Context: an optimization exercise on an open-source flow, tuned for small area. The choices shown serve that exercise and are no tape-out recipe.
Where RTL was checked, it was by simulation tests only, not by an equivalence proof against the original.
The clock input has no modelled driver; a real chip could not lean on it and would need a root buffer or a full tree.
Power and IR drop assume default switching activity.

// mul_div_unit
module mul_div_unit (
  input  logic        clk,
  input  logic        rst,
  input  logic        start,
  input  logic [2:0]  funct3,
  input  logic [31:0] operand_a,
  input  logic [31:0] operand_b,
  input  logic [4:0]  rd_in,
  input  logic        flush,
  output logic        busy,
  output logic        done,
  output logic [31:0] result,
  output logic [4:0]  rd_out
);
==> module mul_div_unit, before the edit <==
module mul_div_unit (
  input  logic        clk,
  input  logic        rst,
  input  logic        start,
  input  logic [2:0]  funct3,
  input  logic [31:0] operand_a,
  input  logic [31:0] operand_b,
  input  logic [4:0]  rd_in,
  input  logic        flush,
  output logic        busy,
  output logic        done,
  output logic [31:0] result,
  output logic [4:0]  rd_out
);
  logic [65:0] w_q;
  logic [32:0] b_q;
  logic        m_q;       
  logic        t_q;       
  logic [4:0]  rd_q;
  logic [2:0]  c_q;       
  logic [5:0]  k_q;       
  logic        dly_q;     
  logic        cy_q;      
  logic        sgn_q;     
  logic        negf_q;    
  logic        bneg_q;    
  logic        pb_q;      
  logic        yp_q;      
  logic        idl_q, act_q;
  logic c0, c2, c3, c5, lo;
  assign c0 = ~c_q[2] & ~c_q[0];
  assign c2 =  c_q[1] & ~c_q[0];
  assign c3 =  c_q[2] &  c_q[0];
  assign c5 = ~c_q[1] &  c_q[0];
  assign lo = ~c_q[0];                         
  assign sgn_q = ~c_q[0] ? ~w_q[44] : (c_q[2] ? ~w_q[33] : (c_q[1] ? w_q[22] : ~w_q[11]));
  logic p_pre, p_z, p_h1, p_main, p_post, p_f, p_g, p_hz, last_k;
  assign p_pre  =  k_q[5] &  k_q[4];
  assign p_z    =  p_pre & ~k_q[0];
  assign p_h1   =  p_pre &  k_q[0];
  assign p_main = ~k_q[5];
  assign p_post =  k_q[5] & ~k_q[4];
  assign p_f    =  p_post & ~k_q[1] & ~k_q[0];
  assign p_g    =  p_post & ~k_q[1] &  k_q[0];
  assign p_hz   =  p_post &  k_q[1];
  assign last_k =  p_main & (k_q[4:0] == 5'd31);
  logic is_mul, is_div, is_rem, mul_hi;
  assign is_mul = m_q;
  assign is_div = ~m_q & ~t_q;
  assign is_rem = ~m_q &  t_q;
  assign mul_hi =  m_q &  t_q;
  logic half, last_c;
  assign half   = (p_h1 & is_mul) | p_hz;
  assign last_c = half ? c2 : c5;
  logic accept;
  assign accept = start & ~flush & idl_q;
  logic        neg_comb, neg_g, g_eff;
  logic        xz, xinv, yen, ysub, cin, prop3, cin0, cin3;
  logic [10:0] xd, yd, sd;
  logic        cout;
  assign neg_comb = negf_q & (w_q[31] | ~is_div);
  assign neg_g    = c0 ? neg_comb : negf_q;
  assign g_eff    = c0 ? w_q[65] : (c_q[1] ? w_q[43] : w_q[54]);
  always_comb begin
    xz   = 1'b0;
    xinv = 1'b0;
    yen  = 1'b0;
    ysub = bneg_q;
    cin0 = 1'b0;
    cin3 = 1'b0;
    if (p_z) begin
      xz   = ~lo;
      xinv = lo & (negf_q ^ (c_q[2] & ~c_q[1]));
      cin0 = negf_q;
    end else if (p_main) begin
      if (is_mul) begin
        yen  = lo & g_eff;
        ysub = bneg_q;
        cin0 = g_eff & bneg_q;
      end else begin
        yen  = ~lo;
        ysub = ~(sgn_q ^ bneg_q);
        cin3 = ~(sgn_q ^ bneg_q);
      end
    end else if (p_f) begin
      yen  = ~lo & sgn_q & ~is_mul;
      ysub = bneg_q;
      cin3 = sgn_q & bneg_q & ~is_mul;
    end else if (p_g) begin
      xinv = neg_g & ~(is_rem & lo);                            
      cin0 = neg_g & ~is_rem;
      cin3 = neg_g & is_rem;
    end
  end
  assign prop3 = (p_main & is_mul) | (p_g & ~is_rem);
  assign cin   = c0 ? cin0 : ((c3 & ~prop3) ? cin3 : cy_q);
  assign xd    = xz ? 11'd0 : (w_q[10:0] ^ {11{~xinv}});
  assign yd    = yen ? (b_q[10:0] ^ {11{yp_q}}) : 11'd0;
  logic [11:0] cc;
  assign cc[0] = cin;
  for (genvar i = 0; i < 11; i++) begin : g_fa
    assign sd[i]   = xd[i] ^ yd[i] ^ cc[i];
    assign cc[i+1] = (xd[i] & yd[i]) | (xd[i] & cc[i]) | (yd[i] & cc[i]);
  end
  assign cout = cc[11];
  logic        lmode, bot;
  logic [10:0] wd;
  assign lmode = (p_z & ~is_mul)
               | (p_main & ~(~is_mul & last_k & ~lo))
               | (p_f & lo & ~is_mul)
               | (p_g & ~(m_q & ~t_q));
  assign bot   = c0 ? ~(dly_q | (p_main & is_mul)) : dly_q;
  assign wd    = lmode ? {sd[9:0], bot} : sd;
  logic finish;
  assign finish = last_c & ((p_g & t_q) | p_hz);    
  always_ff @(posedge clk or posedge rst) begin
    if (rst) begin
      idl_q <= 1'b1;
      act_q <= 1'b0;
      done  <= 1'b0;
    end else if (flush) begin
      idl_q <= 1'b1;
      act_q <= 1'b0;
      done  <= 1'b0;
    end else begin
      idl_q <= idl_q ? ~accept : finish;
      act_q <= idl_q ?  accept : ~finish;
      done  <= finish & act_q;
    end
  end
  assign busy = act_q;
  logic bext_in, aneg_in;
  assign bext_in = operand_b[31] & (funct3[2] ? ~funct3[0] : (funct3[1:0] == 2'b01));
  assign aneg_in = operand_a[31] & (funct3[2] ? ~funct3[0] : (funct3[1] ^ funct3[0]));
  always_ff @(posedge clk) begin
    cy_q  <= cout;
    dly_q <= sd[10];
    w_q[32:22] <= ~(({11{act_q}} | operand_a[31:21]) & ({11{idl_q}} | w_q[43:33]));
    w_q[21:11] <= ~(({11{act_q}} | operand_a[20:10]) & ({11{idl_q}} | w_q[32:22]));
    w_q[10:0]  <= ~(({11{act_q}} | {operand_a[9:0], 1'b0}) & ({11{idl_q}} | w_q[21:11]));
    b_q        <= ~(({33{act_q}} | {bext_in, operand_b}) & ({33{idl_q}} | {b_q[10:0], b_q[32:11]}));
    pb_q       <= ~pb_q | idl_q;
    yp_q       <= ysub ^ (~pb_q | idl_q);
    if (idl_q) begin
      m_q    <= ~funct3[2];
      t_q    <= funct3[2] ? funct3[1] : (funct3[1] | funct3[0]);
      rd_q   <= rd_in;
      negf_q <= aneg_in;
      bneg_q <= bext_in;
      c_q    <= 3'd0;
      k_q    <= mdu_pkg::K_START;
    end else begin
      c_q <= (half & c2) ? 3'd0 : {~c_q[0], c_q[2], c_q[1]};
      if (last_c) k_q <= k_q + 6'd1;
      if (p_z & c5) negf_q <= negf_q ^ (bneg_q & ~is_rem);
      if (p_g & c0) negf_q <= neg_comb;
    end
    w_q[65:33] <= {wd, w_q[65:44]};
  end
  assign result = w_q[65:34];
  assign rd_out = rd_q;
endmodule
export LEC_CHECK = 0
export CAP_MARGIN = 20
export CORE_MARGIN = 2
export CORE_UTILIZATION = 40
export SLEW_MARGIN = 20
create_clock -name core_clock -period 10.0 [get_ports {clk}]
standard.sh (not shown) runs the stock make flow with config.mk's settings and CLKGATE_MAP_FILE= SYNTH_SCRIPT=/design/flow/synth_recipe.tcl, a recipe that flattens the netlist after the stock synthesis.
==> flow/flow/run.sh <==
#!/bin/bash
# Own layout flow: the standard flow (standard.sh: unchanged synthesis
# and steps) with two changes:
#  - port buffers use the smallest buffer cell (every port still gets one)
#  - the clock tree is hand-built (flow/cts_tree.tcl, run as ORFS's
#    PRE_CTS_TCL hook) instead of TritonCTS: the clock port feeds 4 leaf
#    clock buffers, each driving a quarter of the registers; ORFS's cts step
#    still legalizes it and repairs timing afterwards.
# Each tool's full output is kept in the ORFS logs under orfs/logs and the
# make output in flow_make.log.
set -euo pipefail
HERE=$(cd "$(dirname "$0")" && pwd)
export BUFFER_PORTS_ARGS="-buffer_cell sky130_fd_sc_hd__buf_1"
export PRE_CTS_TCL="$HERE/cts_tree.tcl"
export CTS_NLEAF_X=2
export CTS_NLEAF_Y=2
export CTS_LEAF_BUF=sky130_fd_sc_hd__clkbuf_16
export CTS_ROOT_BUF=none
bash standard.sh > flow_make.log 2>&1
Other scripts of this flow, unchanged in this note and not shown: flow/flow/cts_tree.tcl
The first run produced a clean layout.
Then changed:
--- a/flow/design.v
+++ b/flow/design.v
@@ -68,13 +68,14 @@
   logic accept;
   assign accept = start & ~flush & idl_q;
   logic        neg_comb, neg_g, g_eff;
   logic        xz, xinv, yen, ysub, cin, prop3, cin0, cin3;
   logic [10:0] xd, yd, sd;
   logic        cout;
-  assign neg_comb = negf_q & (w_q[31] | ~is_div);
+  assign neg_comb = is_div ? ((negf_q ^ bneg_q) & w_q[31])
+                  : is_rem ? negf_q : (negf_q ^ bneg_q);
   assign neg_g    = c0 ? neg_comb : negf_q;
   assign g_eff    = c0 ? w_q[65] : (c_q[1] ? w_q[43] : w_q[54]);
   always_comb begin
     xz   = 1'b0;
     xinv = 1'b0;
     yen  = 1'b0;
@@ -162,13 +163,12 @@
       bneg_q <= bext_in;
       c_q    <= 3'd0;
       k_q    <= mdu_pkg::K_START;
     end else begin
       c_q <= (half & c2) ? 3'd0 : {~c_q[0], c_q[2], c_q[1]};
       if (last_c) k_q <= k_q + 6'd1;
-      if (p_z & c5) negf_q <= negf_q ^ (bneg_q & ~is_rem);
       if (p_g & c0) negf_q <= neg_comb;
     end
     w_q[65:33] <= {wd, w_q[65:44]};
   end
   assign result = w_q[65:34];
   assign rd_out = rd_q;
Effect:
- The changed run completed without violations
- worst setup slack loses 0.035 ns
- wire length falls by 0.77%
- area after synthesis rises by 0.31%
- via count rises by 2.7%
- first-iteration DRC count rises by 41%
- final area barely changes
- register-to-register slack loses 0.04 ns
- sequential power falls by about 2%
- synthesized cell count rises by 2.7%
- sequential cell count stays the same
- hold slack gains 0.0045 ns
- cell count rises by 1.4%
- total power falls by 3.8%
Only the layout flow was run in the second run of this note; the RTL was not checked for function there. In every run of this note, the design's own scripts or RTL, not TritonCTS, make the clock network.


The RTL this note starts from:
==> flow/design.v <==
package mdu_pkg;
  typedef enum logic [2:0] {
    OP_MUL    = 3'b000,
    OP_MULH   = 3'b001,
    OP_MULHSU = 3'b010,
    OP_MULHU  = 3'b011,
    OP_DIV    = 3'b100,
    OP_DIVU   = 3'b101,
    OP_REM    = 3'b110,
    OP_REMU   = 3'b111
  } funct3_e;
  localparam logic [5:0] K_START = 6'd62;
endpackage
module mul_div_unit (
  input  logic        clk,
  input  logic        rst,
  input  logic        start,
  input  logic [2:0]  funct3,
  input  logic [31:0] operand_a,
  input  logic [31:0] operand_b,
  input  logic [4:0]  rd_in,
  input  logic        flush,
  output logic        busy,
  output logic        done,
  output logic [31:0] result,
  output logic [4:0]  rd_out
);
  logic [65:0] w_q;
  logic [32:0] b_q;
  logic        m_q;       
  logic        t_q;       
  logic [4:0]  rd_q;
  logic [2:0]  c_q;       
  logic [5:0]  k_q;       
  logic        dly_q;     
  logic        cy_q;      
  logic        sgn_q;     
  logic        negf_q;    
  logic        bneg_q;    
  logic        pb_q;      
  logic        yp_q;      
  logic        idl_q, act_q;
  logic c0, c2, c3, c5, lo;
  assign c0 = ~c_q[2] & ~c_q[0];
  assign c2 =  c_q[1] & ~c_q[0];
  assign c3 =  c_q[2] &  c_q[0];
  assign c5 = ~c_q[1] &  c_q[0];
  assign lo = ~c_q[0];                         
  logic p_pre, p_z, p_h1, p_main, p_post, p_f, p_g, p_hz, last_k;
  assign p_pre  =  k_q[5] &  k_q[4];
  assign p_z    =  p_pre & ~k_q[0];
  assign p_h1   =  p_pre &  k_q[0];
  assign p_main = ~k_q[5];
  assign p_post =  k_q[5] & ~k_q[4];
  assign p_f    =  p_post & ~k_q[1] & ~k_q[0];
  assign p_g    =  p_post & ~k_q[1] &  k_q[0];
  assign p_hz   =  p_post &  k_q[1];
  assign last_k =  p_main & (k_q[4:0] == 5'd31);
  logic is_mul, is_div, is_rem, mul_hi;
  assign is_mul = m_q;
  assign is_div = ~m_q & ~t_q;
  assign is_rem = ~m_q &  t_q;
  assign mul_hi =  m_q &  t_q;
  logic half, last_c;
  assign half   = (p_h1 & is_mul) | p_hz;
  assign last_c = half ? c2 : c5;
  logic accept;
  assign accept = start & ~flush & idl_q;
  logic        neg_comb, neg_g, g_eff;
  logic        xz, xinv, yen, ysub, cin, prop3, cin0, cin3;
  logic [10:0] xd, yd, sd;
  logic        cout;
  assign neg_comb = is_div ? ((negf_q ^ bneg_q) & w_q[31])
                  : is_rem ? negf_q : (negf_q ^ bneg_q);
  assign neg_g    = c0 ? neg_comb : negf_q;
  assign g_eff    = c0 ? w_q[65] : (c_q[1] ? w_q[43] : w_q[54]);
  always_comb begin
    xz   = 1'b0;
    xinv = 1'b0;
    yen  = 1'b0;
    ysub = bneg_q;
    cin0 = 1'b0;
    cin3 = 1'b0;
    if (p_z) begin
      xz   = ~lo;
      xinv = lo & (negf_q ^ (c_q[2] & ~c_q[1]));
      cin0 = negf_q;
    end else if (p_main) begin
      if (is_mul) begin
        yen  = lo & g_eff;
        ysub = bneg_q;
        cin0 = g_eff & bneg_q;
      end else begin
        yen  = ~lo;
        ysub = ~(sgn_q ^ bneg_q);
        cin3 = ~(sgn_q ^ bneg_q);
      end
    end else if (p_f) begin
      yen  = ~lo & sgn_q & ~is_mul;
      ysub = bneg_q;
      cin3 = sgn_q & bneg_q & ~is_mul;
    end else if (p_g) begin
      xinv = neg_g & (is_div ? lo : (is_rem ? ~lo : 1'b1));    
      cin0 = neg_g & ~is_rem;
      cin3 = neg_g & is_rem;
    end
  end
  assign prop3 = (p_main & is_mul) | (p_g & is_mul);
  assign cin   = c0 ? cin0 : ((c3 & ~prop3) ? cin3 : cy_q);
  assign xd    = xz ? 11'd0 : (w_q[10:0] ^ {11{~xinv}});
  assign yd    = yen ? (b_q[10:0] ^ {11{yp_q}}) : 11'd0;
  logic [11:0] cc;
  assign cc[0] = cin;
  for (genvar i = 0; i < 11; i++) begin : g_fa
    assign sd[i]   = xd[i] ^ yd[i] ^ cc[i];
    assign cc[i+1] = (xd[i] & yd[i]) | (xd[i] & cc[i]) | (yd[i] & cc[i]);
  end
  assign cout = cc[11];
  logic        lmode, bot;
  logic [10:0] wd;
  assign lmode = (p_z & ~is_mul)
               | (p_main & ~(~is_mul & last_k & ~lo))
               | (p_f & lo & ~is_mul)
               | (p_g & ~(m_q & ~t_q));
  assign bot   = c0 ? (p_main & is_mul ? 1'b0 : ((p_main | p_f) ? ~dly_q : dly_q)) : dly_q;
  assign wd    = lmode ? {sd[9:0], bot} : sd;
  logic finish;
  assign finish = last_c & ((p_g & t_q) | p_hz);    
  always_ff @(posedge clk or posedge rst) begin
    if (rst) begin
      idl_q <= 1'b1;
      act_q <= 1'b0;
      done  <= 1'b0;
    end else if (flush) begin
      idl_q <= 1'b1;
      act_q <= 1'b0;
      done  <= 1'b0;
    end else begin
      idl_q <= idl_q ? ~accept : finish;
      act_q <= idl_q ?  accept : ~finish;
      done  <= finish & act_q;
    end
  end
  assign busy = act_q;
  logic bext_in, aneg_in;
  assign bext_in = operand_b[31] & (funct3[2] ? ~funct3[0] : (funct3[1:0] == 2'b01));
  assign aneg_in = operand_a[31] & (funct3[2] ? ~funct3[0] : (funct3[1] ^ funct3[0]));
  always_ff @(posedge clk) begin
    cy_q  <= cout;
    dly_q <= sd[10];
    w_q[32:22] <= ~(({11{act_q}} | operand_a[31:21]) & ({11{idl_q}} | w_q[43:33]));
    w_q[21:11] <= ~(({11{act_q}} | operand_a[20:10]) & ({11{idl_q}} | w_q[32:22]));
    w_q[10:0]  <= ~(({11{act_q}} | {operand_a[9:0], 1'b0}) & ({11{idl_q}} | w_q[21:11]));
    b_q        <= ~(({33{act_q}} | {bext_in, operand_b}) & ({33{idl_q}} | {b_q[10:0], b_q[32:11]}));
    pb_q       <= ~pb_q | idl_q;
    yp_q       <= ysub ^ (~pb_q | idl_q);
    if (idl_q) begin
      m_q    <= ~funct3[2];
      t_q    <= funct3[2] ? funct3[1] : (funct3[1] | funct3[0]);
      rd_q   <= rd_in;
      negf_q <= aneg_in;
      bneg_q <= bext_in;
      c_q    <= 3'd0;
      k_q    <= mdu_pkg::K_START;
    end else begin
      c_q <= (half & c2) ? 3'd0 : {~c_q[0], c_q[2], c_q[1]};
      if (last_c) k_q <= k_q + 6'd1;
      if (p_g & c0) negf_q <= neg_comb;
    end
    w_q[65:33] <= {wd, w_q[65:44]};
    if ((p_z | p_main) & c5) sgn_q <= sd[10];
  end
  assign result = w_q[65:34];
  assign rd_out = rd_q;
endmodule
==> flow/config.mk <==
export PLATFORM = sky130hd
export DESIGN_NAME = mul_div_unit
export DESIGN_NICKNAME = mul_div_unit
export VERILOG_FILES = /design/flow/design.v
export SDC_FILE = /design/flow/constraint.sdc
export NUM_CORES = 4
export LEC_CHECK = 0
export CAP_MARGIN = 20
export CORE_MARGIN = 2
export CORE_UTILIZATION = 40
export SLEW_MARGIN = 20
==> flow/constraint.sdc <==
create_clock -name core_clock -period 10.0 [get_ports {clk}]
set_input_delay 2.0000 -clock core_clock [delete_from_list [all_inputs] [get_ports {clk}]]
set_output_delay 2.0000 -clock core_clock [all_outputs]
set_load 0.01 [all_outputs]
==> flow/flow/run.sh <==
#!/bin/bash
# Own layout flow: the standard flow (standard.sh, unchanged synthesis and
# steps) with two placement/CTS arguments changed:
#  - port buffers use the smallest buffer cell (every port still gets one)
#  - clock tree: small clock buffers, no dummy balancing loads
# Each tool's full output is kept in the ORFS logs under orfs/logs and the
# make output in flow_make.log.
set -euo pipefail
export BUFFER_PORTS_ARGS="-buffer_cell sky130_fd_sc_hd__buf_1"
export CTS_ARGS="-sink_clustering_enable -repair_clock_nets -dont_use_dummy_load -buf_list {sky130_fd_sc_hd__clkbuf_4}"
bash standard.sh > flow_make.log 2>&1
==> next run, changes <==
--- a/flow/design.v
+++ b/flow/design.v
@@ -24,14 +24,13 @@
   output logic        done,
   output logic [31:0] result,
   output logic [4:0]  rd_out
 );
   logic [65:0] w_q;
   logic [32:0] b_q;
-  logic        m_q;       
-  logic        t_q;       
+  logic [2:0]  op_q;
   logic [4:0]  rd_q;
   logic [2:0]  c_q;       
   logic [5:0]  k_q;       
   logic        dly_q;     
   logic        cy_q;      
   logic        sgn_q;     
@@ -54,16 +53,16 @@
   assign p_post =  k_q[5] & ~k_q[4];
   assign p_f    =  p_post & ~k_q[1] & ~k_q[0];
   assign p_g    =  p_post & ~k_q[1] &  k_q[0];
   assign p_hz   =  p_post &  k_q[1];
   assign last_k =  p_main & (k_q[4:0] == 5'd31);
   logic is_mul, is_div, is_rem, mul_hi;
-  assign is_mul = m_q;
-  assign is_div = ~m_q & ~t_q;
-  assign is_rem = ~m_q &  t_q;
-  assign mul_hi =  m_q &  t_q;
+  assign is_mul = ~op_q[2];
+  assign is_div = op_q[2] & ~op_q[1];
+  assign is_rem = op_q[2] &  op_q[1];
+  assign mul_hi = (op_q[1:0] != 2'b00);
   logic half, last_c;
   assign half   = (p_h1 & is_mul) | p_hz;
   assign last_c = half ? c2 : c5;
   logic accept;
   assign accept = start & ~flush & idl_q;
   logic        neg_comb, neg_g, g_eff;
@@ -80,13 +79,13 @@
     yen  = 1'b0;
     ysub = bneg_q;
     cin0 = 1'b0;
     cin3 = 1'b0;
     if (p_z) begin
       xz   = ~lo;
-      xinv = lo & (negf_q ^ (c_q[2] & ~c_q[1]));
+      xinv = lo & negf_q;
       cin0 = negf_q;
     end else if (p_main) begin
       if (is_mul) begin
         yen  = lo & g_eff;
         ysub = bneg_q;
         cin0 = g_eff & bneg_q;
@@ -118,17 +117,17 @@
   assign cout = cc[11];
   logic        lmode, bot;
   logic [10:0] wd;
   assign lmode = (p_z & ~is_mul)
                | (p_main & ~(~is_mul & last_k & ~lo))
                | (p_f & lo & ~is_mul)
-               | (p_g & ~(m_q & ~t_q));
+               | (p_g & ~(is_mul & ~mul_hi));
   assign bot   = c0 ? (p_main & is_mul ? 1'b0 : ((p_main | p_f) ? ~dly_q : dly_q)) : dly_q;
   assign wd    = lmode ? {sd[9:0], bot} : sd;
   logic finish;
-  assign finish = last_c & ((p_g & t_q) | p_hz);    
+  assign finish = last_c & ((p_g & (is_rem | (is_mul & mul_hi))) | p_hz);
   always_ff @(posedge clk or posedge rst) begin
     if (rst) begin
       idl_q <= 1'b1;
       act_q <= 1'b0;
       done  <= 1'b0;
     end else if (flush) begin
@@ -146,20 +145,19 @@
   assign bext_in = operand_b[31] & (funct3[2] ? ~funct3[0] : (funct3[1:0] == 2'b01));
   assign aneg_in = operand_a[31] & (funct3[2] ? ~funct3[0] : (funct3[1] ^ funct3[0]));
   always_ff @(posedge clk) begin
     cy_q  <= cout;
     dly_q <= sd[10];
     w_q[32:22] <= ~(({11{act_q}} | operand_a[31:21]) & ({11{idl_q}} | w_q[43:33]));
-    w_q[21:11] <= ~(({11{act_q}} | operand_a[20:10]) & ({11{idl_q}} | w_q[32:22]));
+    w_q[21:11] <= ~(({11{act_q}} | ~operand_a[20:10]) & ({11{idl_q}} | w_q[32:22]));
     w_q[10:0]  <= ~(({11{act_q}} | {operand_a[9:0], 1'b0}) & ({11{idl_q}} | w_q[21:11]));
     b_q        <= ~(({33{act_q}} | {bext_in, operand_b}) & ({33{idl_q}} | {b_q[10:0], b_q[32:11]}));
     pb_q       <= ~pb_q | idl_q;
     yp_q       <= ysub ^ (~pb_q | idl_q);
     if (idl_q) begin
-      m_q    <= ~funct3[2];
-      t_q    <= funct3[2] ? funct3[1] : (funct3[1] | funct3[0]);
+      op_q   <= funct3;
       rd_q   <= rd_in;
       negf_q <= aneg_in;
       bneg_q <= bext_in;
       c_q    <= 3'd0;
       k_q    <= mdu_pkg::K_START;
     end else begin
Effect:
- clock power came out higher by about 2%
- first-iteration DRC count falls by about 9%
- clock skew is higher by 16 ps
- cell count shrinks by 2.1%
- core utilization barely changes
- flip-flop and latch count grows by 1
- worst setup slack improves by 160 ps

[separate check: timing with driven ports]
Ports are ideal in the flow. The routed layouts listed here were re-timed in OpenROAD. Step 1 assumes that a clkbuf_16 drives the clock port and a buf_2 every other input. Step 2, shift: input delay + t, output delay - t, t = (earliest + latest rising clock arrival at the registers) / 2. This alone moves slack from input paths to output paths. Slacks: no drivers / after step 1 / after step 2; pairs: no drivers / after step 1.
run	t, ns	slack for setup (ns)	worst hold slack (ns)	worst setup path after step 2	slew at the worst register clock pin (ns)
the first run of note 1	0.246	3.169 / 3.169 / 3.169	0.352 / 0.352 / 0.352	register to register	0.11 / 0.11
the second run of note 1	0.246	3.134 / 3.134 / 3.134	0.356 / 0.356 / 0.356	register to register	0.11 / 0.11
the first run of note 2	0.511	3.016 / 3.016 / 3.016	0.344 / 0.344 / 0.344	register to register	0.10 / 0.10
the second run of note 2	0.519	3.180 / 3.180 / 3.180	0.327 / 0.327 / 0.327	register to register	0.11 / 0.11
After both steps setup and hold are still met in every run listed.
